Context: an optimization exercise on an open-source flow, tuned for small area and a short achievable clock period. The choices shown serve that exercise and are no tape-out recipe. Function was checked by simulation only, so behaviour that the tests miss may differ from the original. The flow treats the clock pin as an ideal source. Dropping or thinning the clock tree relies on that and would not hold on a real chip. No activity file was given, so power comes from the tool's default toggle rates.

==> inputs of yarrow <==
==> flow/design.v <==
module pattern_top (
	input  logic        clk_usb,
	input  logic        reset_i,
	input  logic [2:0]  ctl_i,
	input  logic [15:0] usb_data_i,
	input  logic        trigger_i,
	output logic [15:0] dout_o,
	output logic        dvalid_o,
	output logic        load_done_o
);
	logic        c_data_q, c_addr_q, c_pat_q;
	logic [15:0] word_q;
	always_ff @(posedge clk_usb) begin
		if (reset_i) begin
			c_data_q <= 1'b0;
			c_addr_q <= 1'b0;
			c_pat_q  <= 1'b0;
		end else begin
			c_data_q <= (ctl_i == 3'b010);
			c_addr_q <= (ctl_i == 3'b110);
			c_pat_q  <= (ctl_i == 3'b011);
		end
	end
	always_ff @(posedge clk_usb) word_q <= usb_data_i;
	logic [1:0] pend_lo_q;
	logic       pend_nz_q;
	logic       load_reset_q, load_enable_q;
	logic [1:0] last_q;
	always_ff @(posedge clk_usb) begin
		if (reset_i) begin
			pend_lo_q <= 2'd0;
			pend_nz_q <= 1'b0;
		end else if (c_data_q) begin
			pend_lo_q <= word_q[1:0];
			pend_nz_q <= |word_q;
		end
	end
	always_ff @(posedge clk_usb) begin
		if (reset_i) begin
			load_reset_q  <= 1'b0;
			load_enable_q <= 1'b0;
			last_q        <= 2'd0;
		end else if (c_addr_q) begin
			if (word_q == 16'd30) last_q        <= pend_lo_q;
			if (word_q == 16'd31) load_reset_q  <= pend_nz_q;
			if (word_q == 16'd32) load_enable_q <= pend_lo_q[0];
		end
	end
	logic [5:0]  pos_q;
	logic        done_q;
	logic [15:0] wr_row_q;
	logic [3:0]  wr_pat_q;
	logic [15:0] wr_data_q;
	logic        accept;
	assign accept = c_pat_q && load_enable_q && !load_reset_q && !done_q;
	always_ff @(posedge clk_usb) begin
		if (reset_i || load_reset_q) begin
			pos_q    <= 6'd0;
			done_q   <= 1'b0;
			wr_row_q <= 16'd0;
		end else begin
			wr_row_q <= accept ? (16'd1 << pos_q[3:0]) : 16'd0;
			if (accept) begin
				pos_q <= pos_q + 6'd1;
				if (pos_q[3:0] == 4'd15) done_q <= (pos_q[5:4] == last_q);
			end
		end
	end
	always_ff @(posedge clk_usb) begin
		wr_pat_q  <= 4'd1 << pos_q[5:4];
		wr_data_q <= word_q;
	end
	logic [15:0] mem [64];
	always_ff @(posedge clk_usb) begin
		for (int k = 0; k < 64; k++)
			if (wr_pat_q[k / 16] && wr_row_q[k % 16]) mem[k] <= wr_data_q;
	end
	logic       trig_s_q, trig_d_q;
	logic       active_q, rd_valid_q, dvalid_q;
	logic       start;
	logic [15:0] rd_data_q, dout_q;
	assign start = trig_s_q && !trig_d_q && !(active_q || rd_valid_q || dvalid_q) &&
		!load_enable_q && done_q;
	always_ff @(posedge clk_usb) begin
		if (reset_i) begin
			trig_s_q   <= 1'b0;
			trig_d_q   <= 1'b0;
			rd_valid_q <= 1'b0;
			dvalid_q   <= 1'b0;
		end else begin
			trig_s_q   <= trigger_i;
			trig_d_q   <= trig_s_q;
			rd_valid_q <= active_q;
			dvalid_q   <= rd_valid_q;
		end
	end
	logic [15:0] row_oh_q;
	logic [3:0]  disp_oh_q;
	logic [3:0]  last_oh;
	logic        disp_is_last;
	assign last_oh      = 4'b0001 << last_q;
	assign disp_is_last = |(disp_oh_q & last_oh);
	always_ff @(posedge clk_usb) begin
		if (reset_i) begin
			active_q  <= 1'b0;
			row_oh_q  <= 16'h0001;
			disp_oh_q <= 4'b0001;
		end else begin
			if (start) begin
				active_q <= 1'b1;
			end else if (active_q) begin
				row_oh_q <= {row_oh_q[14:0], row_oh_q[15]};
				if (row_oh_q[15]) begin
					active_q  <= 1'b0;
					disp_oh_q <= disp_is_last ? 4'b0001 : {disp_oh_q[2:0], disp_oh_q[3]};
				end
			end
			if (load_reset_q) disp_oh_q <= 4'b0001;
		end
	end
	logic [63:0] rd_sel;
	logic [15:0] rd_mux;
	always_comb begin
		for (int k = 0; k < 64; k++) rd_sel[k] = disp_oh_q[k / 16] & row_oh_q[k % 16];
		rd_mux = 16'd0;
		for (int k = 0; k < 64; k++) rd_mux = rd_mux | (mem[k] & {16{rd_sel[k]}});
	end
	always_ff @(posedge clk_usb) begin
		rd_data_q <= rd_mux;
		dout_q    <= rd_data_q;
	end
	assign dout_o      = dout_q;
	assign dvalid_o    = dvalid_q;
	assign load_done_o = done_q;
endmodule
==> flow/run.sh <==
#!/bin/bash
# synth_recipe.tcl (not shown) runs the flow's synth.tcl, then flattens the netlist and writes it again
# the make line also repeats each setting of config.mk as NAME=value (left out here)
make -C /OpenROAD-flow-scripts/flow DESIGN_CONFIG=/design/flow/config.mk WORK_HOME=/design/flow/orfs CLKGATE_MAP_FILE= SYNTH_SCRIPT=/design/flow/synth_recipe.tcl finish
==> flow/config.mk <==
export PLATFORM = sky130hd
export DESIGN_NAME = pattern_top
export DESIGN_NICKNAME = pattern_top
export VERILOG_FILES = /design/flow/design.v
export SDC_FILE = /design/flow/constraint.sdc
export NUM_CORES = 4
export LEC_CHECK = 0
export ABC_CLOCK_PERIOD_IN_PS = 1700
export CAP_MARGIN = 20
export CORE_MARGIN = 2
export CORE_UTILIZATION = 40
export CTS_CLUSTER_DIAMETER = 100
export CTS_CLUSTER_SIZE = 25
export SETUP_SLACK_MARGIN = 2.3
export SLEW_MARGIN = 20
==> flow/constraint.sdc <==
create_clock -name core_clock -period 4.0 [get_ports {clk_usb}]
set_input_delay 0.8000 -clock core_clock [delete_from_list [all_inputs] [get_ports {clk_usb}]]
set_output_delay 0.8000 -clock core_clock [all_outputs]
set_load 0.01 [all_outputs]
==> willow: changes against yarrow <==
==> flow/flow/run.sh (new file) <==
#!/bin/bash
# The standard layout, except that the clock tree is built by
# flow/cts_hook.tcl: clock port -> 4 root buffers -> leaf buffers -> flops.
set -o pipefail
export PRE_CTS_TCL=$PWD/flow/cts_hook.tcl
export MYCTS_LEAVES=${MYCTS_LEAVES:-46}
export MYCTS_ROOTS=${MYCTS_ROOTS:-4}
bash standard.sh > standard_flow.log 2>&1
st=$?
cp orfs/logs/sky130hd/pattern_top/base/4_1_cts.log cts_step.log 2>/dev/null
exit $st
==> flow/flow/cts_hook.tcl (new file) <==
# Sourced by ORFS's cts.tcl (PRE_CTS_TCL) before it builds the clock tree:
# replace TritonCTS with a two-level tree built by build_tree (mytree.tcl).
# The rest of cts.tcl (legalisation, timing repair) runs unchanged.
source [file join [file dirname [info script]] mytree.tcl]
rename clock_tree_synthesis __tritoncts
proc clock_tree_synthesis {args} {
  build_tree clk_usb $::env(MYCTS_LEAVES) $::env(MYCTS_ROOTS) \
    sky130_fd_sc_hd__clkbuf_16 sky130_fd_sc_hd__clkbuf_16
  set_propagated_clock [all_clocks]
}
==> flow/flow/mytree.tcl (new file) <==
# Build a two-level clock tree: clock port -> NR root buffers -> K leaf buffers -> flops.
proc kmeans {pts k iters} {
  # pts: list of {x y}; returns list of assignments and centroids
  set n [llength $pts]
  # init: sort by x then pick evenly spaced
  set cents {}
  set sorted [lsort -real -index 0 $pts]
  set side [expr {int(ceil(sqrt($k)))}]
  # grid init over bounding box
  set xs [lmap p $pts {lindex $p 0}]; set ys [lmap p $pts {lindex $p 1}]
  set x0 [tcl::mathfunc::min {*}$xs]; set x1 [tcl::mathfunc::max {*}$xs]
  set y0 [tcl::mathfunc::min {*}$ys]; set y1 [tcl::mathfunc::max {*}$ys]
  for {set i 0} {$i < $k} {incr i} {
    set p [lindex $pts [expr {int(($i + 0.5) * $n / $k)}]]
    lappend cents $p
  }
  # better init: grid
  set cents {}
  set rows [expr {int(ceil(double($k) / $side))}]
  for {set r 0} {$r < $rows} {incr r} {
    for {set c 0} {$c < $side} {incr c} {
      if {[llength $cents] >= $k} break
      lappend cents [list [expr {$x0 + ($c + 0.5) * ($x1 - $x0) / $side}] [expr {$y0 + ($r + 0.5) * ($y1 - $y0) / $rows}]]
    }
  }
  set cap [expr {int(ceil(1.15 * $n / $k))}]
  for {set it 0} {$it < $iters} {incr it} {
    # capacitated assignment: greedy by distance
    set cand {}
    set i 0
    foreach p $pts {
      set j 0
      foreach c $cents {
        set d [expr {abs([lindex $p 0] - [lindex $c 0]) + abs([lindex $p 1] - [lindex $c 1])}]
        lappend cand [list $d $i $j]
        incr j
      }
      incr i
    }
    set cand [lsort -real -index 0 $cand]
    set asg [lrepeat $n -1]
    set cnt [lrepeat $k 0]
    foreach e $cand {
      lassign $e d i j
      if {[lindex $asg $i] >= 0} continue
      if {[lindex $cnt $j] >= $cap} continue
      lset asg $i $j
      lset cnt $j [expr {[lindex $cnt $j] + 1}]
    }
    set sx [lrepeat $k 0.0]; set sy [lrepeat $k 0.0]
    set i 0
    foreach p $pts {
      set j [lindex $asg $i]
      lset sx $j [expr {[lindex $sx $j] + [lindex $p 0]}]
      lset sy $j [expr {[lindex $sy $j] + [lindex $p 1]}]
      incr i
    }
    set nc {}
    for {set j 0} {$j < $k} {incr j} {
      set m [lindex $cnt $j]
      if {$m > 0} { lappend nc [list [expr {[lindex $sx $j] / $m}] [expr {[lindex $sy $j] / $m}]] } else { lappend nc [lindex $cents $j] }
    }
    set cents $nc
  }
  return [list $asg $cents $cnt]
}

proc build_tree {clknet_name K NR leaf_master root_master} {
  set block [ord::get_db_block]
  set db [ord::get_db]
  set clknet [$block findNet $clknet_name]
  set lm [$db findMaster $leaf_master]
  set rm [$db findMaster $root_master]
  set sinks {}
  set pts {}
  foreach it [$clknet getITerms] {
    set inst [$it getInst]
    set b [$inst getBBox]
    lappend sinks $it
    lappend pts [list [expr {([$b xMin] + [$b xMax]) / 2.0}] [expr {([$b yMin] + [$b yMax]) / 2.0}]]
  }
  puts "sinks [llength $sinks]"
  lassign [kmeans $pts $K 8] asg cents cnt
  puts "cluster sizes $cnt"
  # leaf buffers
  set leaves {}
  for {set j 0} {$j < $K} {incr j} {
    set inst [odb::dbInst_create $block $lm "ctsleaf_$j"]
    set net [odb::dbNet_create $block "clk_leaf_$j"]
    $net setSigType CLOCK
    lassign [lindex $cents $j] cx cy
    $inst setLocation [expr {int($cx) - [$lm getWidth] / 2}] [expr {int($cy)}]
    $inst setPlacementStatus PLACED
    [$inst findITerm X] connect $net
    lappend leaves [list $inst $net $cx $cy]
  }
  set i 0
  foreach it $sinks {
    set j [lindex $asg $i]
    $it disconnect
    $it connect [lindex [lindex $leaves $j] 1]
    incr i
  }
  # roots: split leaves by angle/quadrant around the centroid
  set mx 0.0; set my 0.0
  foreach l $leaves { set mx [expr {$mx + [lindex $l 2]}]; set my [expr {$my + [lindex $l 3]}] }
  set mx [expr {$mx / $K}]; set my [expr {$my / $K}]
  set rpts [lmap l $leaves {list [lindex $l 2] [lindex $l 3]}]
  if {$NR > 1} {
    lassign [kmeans $rpts $NR 8] rasg rcents rcnt
  } else {
    set rasg [lrepeat $K 0]; set rcents [list [list $mx $my]]; set rcnt [list $K]
  }
  puts "root sizes $rcnt"
  for {set r 0} {$r < $NR} {incr r} {
    set inst [odb::dbInst_create $block $rm "ctsroot_$r"]
    set net [odb::dbNet_create $block "clk_root_$r"]
    $net setSigType CLOCK
    lassign [lindex $rcents $r] cx cy
    $inst setLocation [expr {int($cx) - [$rm getWidth] / 2}] [expr {int($cy)}]
    $inst setPlacementStatus PLACED
    [$inst findITerm X] connect $net
    [$inst findITerm A] connect $clknet
    set roots($r) $net
  }
  set j 0
  foreach l $leaves {
    [[lindex $l 0] findITerm A] connect $roots([lindex $rasg $j])
    incr j
  }
}
==> flow/standard.sh (new file) <==
#!/bin/bash
# synth_recipe.tcl (not shown) runs the flow's synth.tcl, then flattens the netlist and writes it again
# the make line also repeats each setting of config.mk as NAME=value (left out here)
make -C /OpenROAD-flow-scripts/flow DESIGN_CONFIG=/design/flow/config.mk WORK_HOME=/design/flow/orfs CLKGATE_MAP_FILE= SYNTH_SCRIPT=/design/flow/synth_recipe.tcl "${@:-finish}"
- SETUP_SLACK_MARGIN: 2.3 -> 2.25
removed: flow/run.sh
==> notes <==
- willow ran to the end with no violations. yarrow completed with no timing, DRC or antenna violations.
- Of yarrow and willow, willow has the higher register-to-register slack (gap 0.09 ns).
- In synthesized cell count, willow and yarrow do not differ.
- Sequential power is about the same in willow and yarrow.
- In die area, willow and yarrow do not differ.
- Against yarrow, the first-iteration DRC count of willow is lower by about 2.5%.
- Sequential cell count is the same in yarrow and willow.
- Between yarrow and willow, the lower final cell count is in willow (gap about 1.8%, measured against willow).
- Of willow and yarrow, yarrow has the higher global-route usage (gap 0.52 points).
- Between yarrow and willow, the lower routed wire length is in willow (gap 2.5%, measured against willow).
- Via count: willow is smaller than yarrow (about 1%).
The clock cells of willow come from the design's own scripts or RTL, not from TritonCTS.

[re-timing with driven ports]
How much do the figures lean on ideal ports? The routed layouts below were timed once more, with nothing changed but the port constraints. Step 1 (the two cells are an assumption about what drives the block):
set clk [get_ports {clk_usb}]
set_driving_cell -lib_cell sky130_fd_sc_hd__clkbuf_16 $clk
set_driving_cell -lib_cell sky130_fd_sc_hd__buf_2 [delete_from_list [all_inputs] $clk]
Step 2 times the ports against the registers' clock, not the clock port: input delays grow and output delays shrink by t, the midpoint of the rising clock arrivals with the driver on. Three values: ideal ports, drivers, drivers and shift; two values: the first two.
run | shift t [ns] | setup slack, ns | hold slack, ns | worst register clock-pin slew, ns
yarrow | 0.710 | 1.993 / 1.990 / 1.735 | 0.352 / 0.352 / 0.352 | 0.11 / 0.11
willow | 0.571 | 2.080 / 2.080 / 2.025 | 0.259 / 0.259 / 0.259 | 0.11 / 0.11
After both steps every run listed still meets setup and hold. The setup slack of yarrow, which loses most, moves by -0.003 ns with the drivers and by -0.258 ns with both steps.
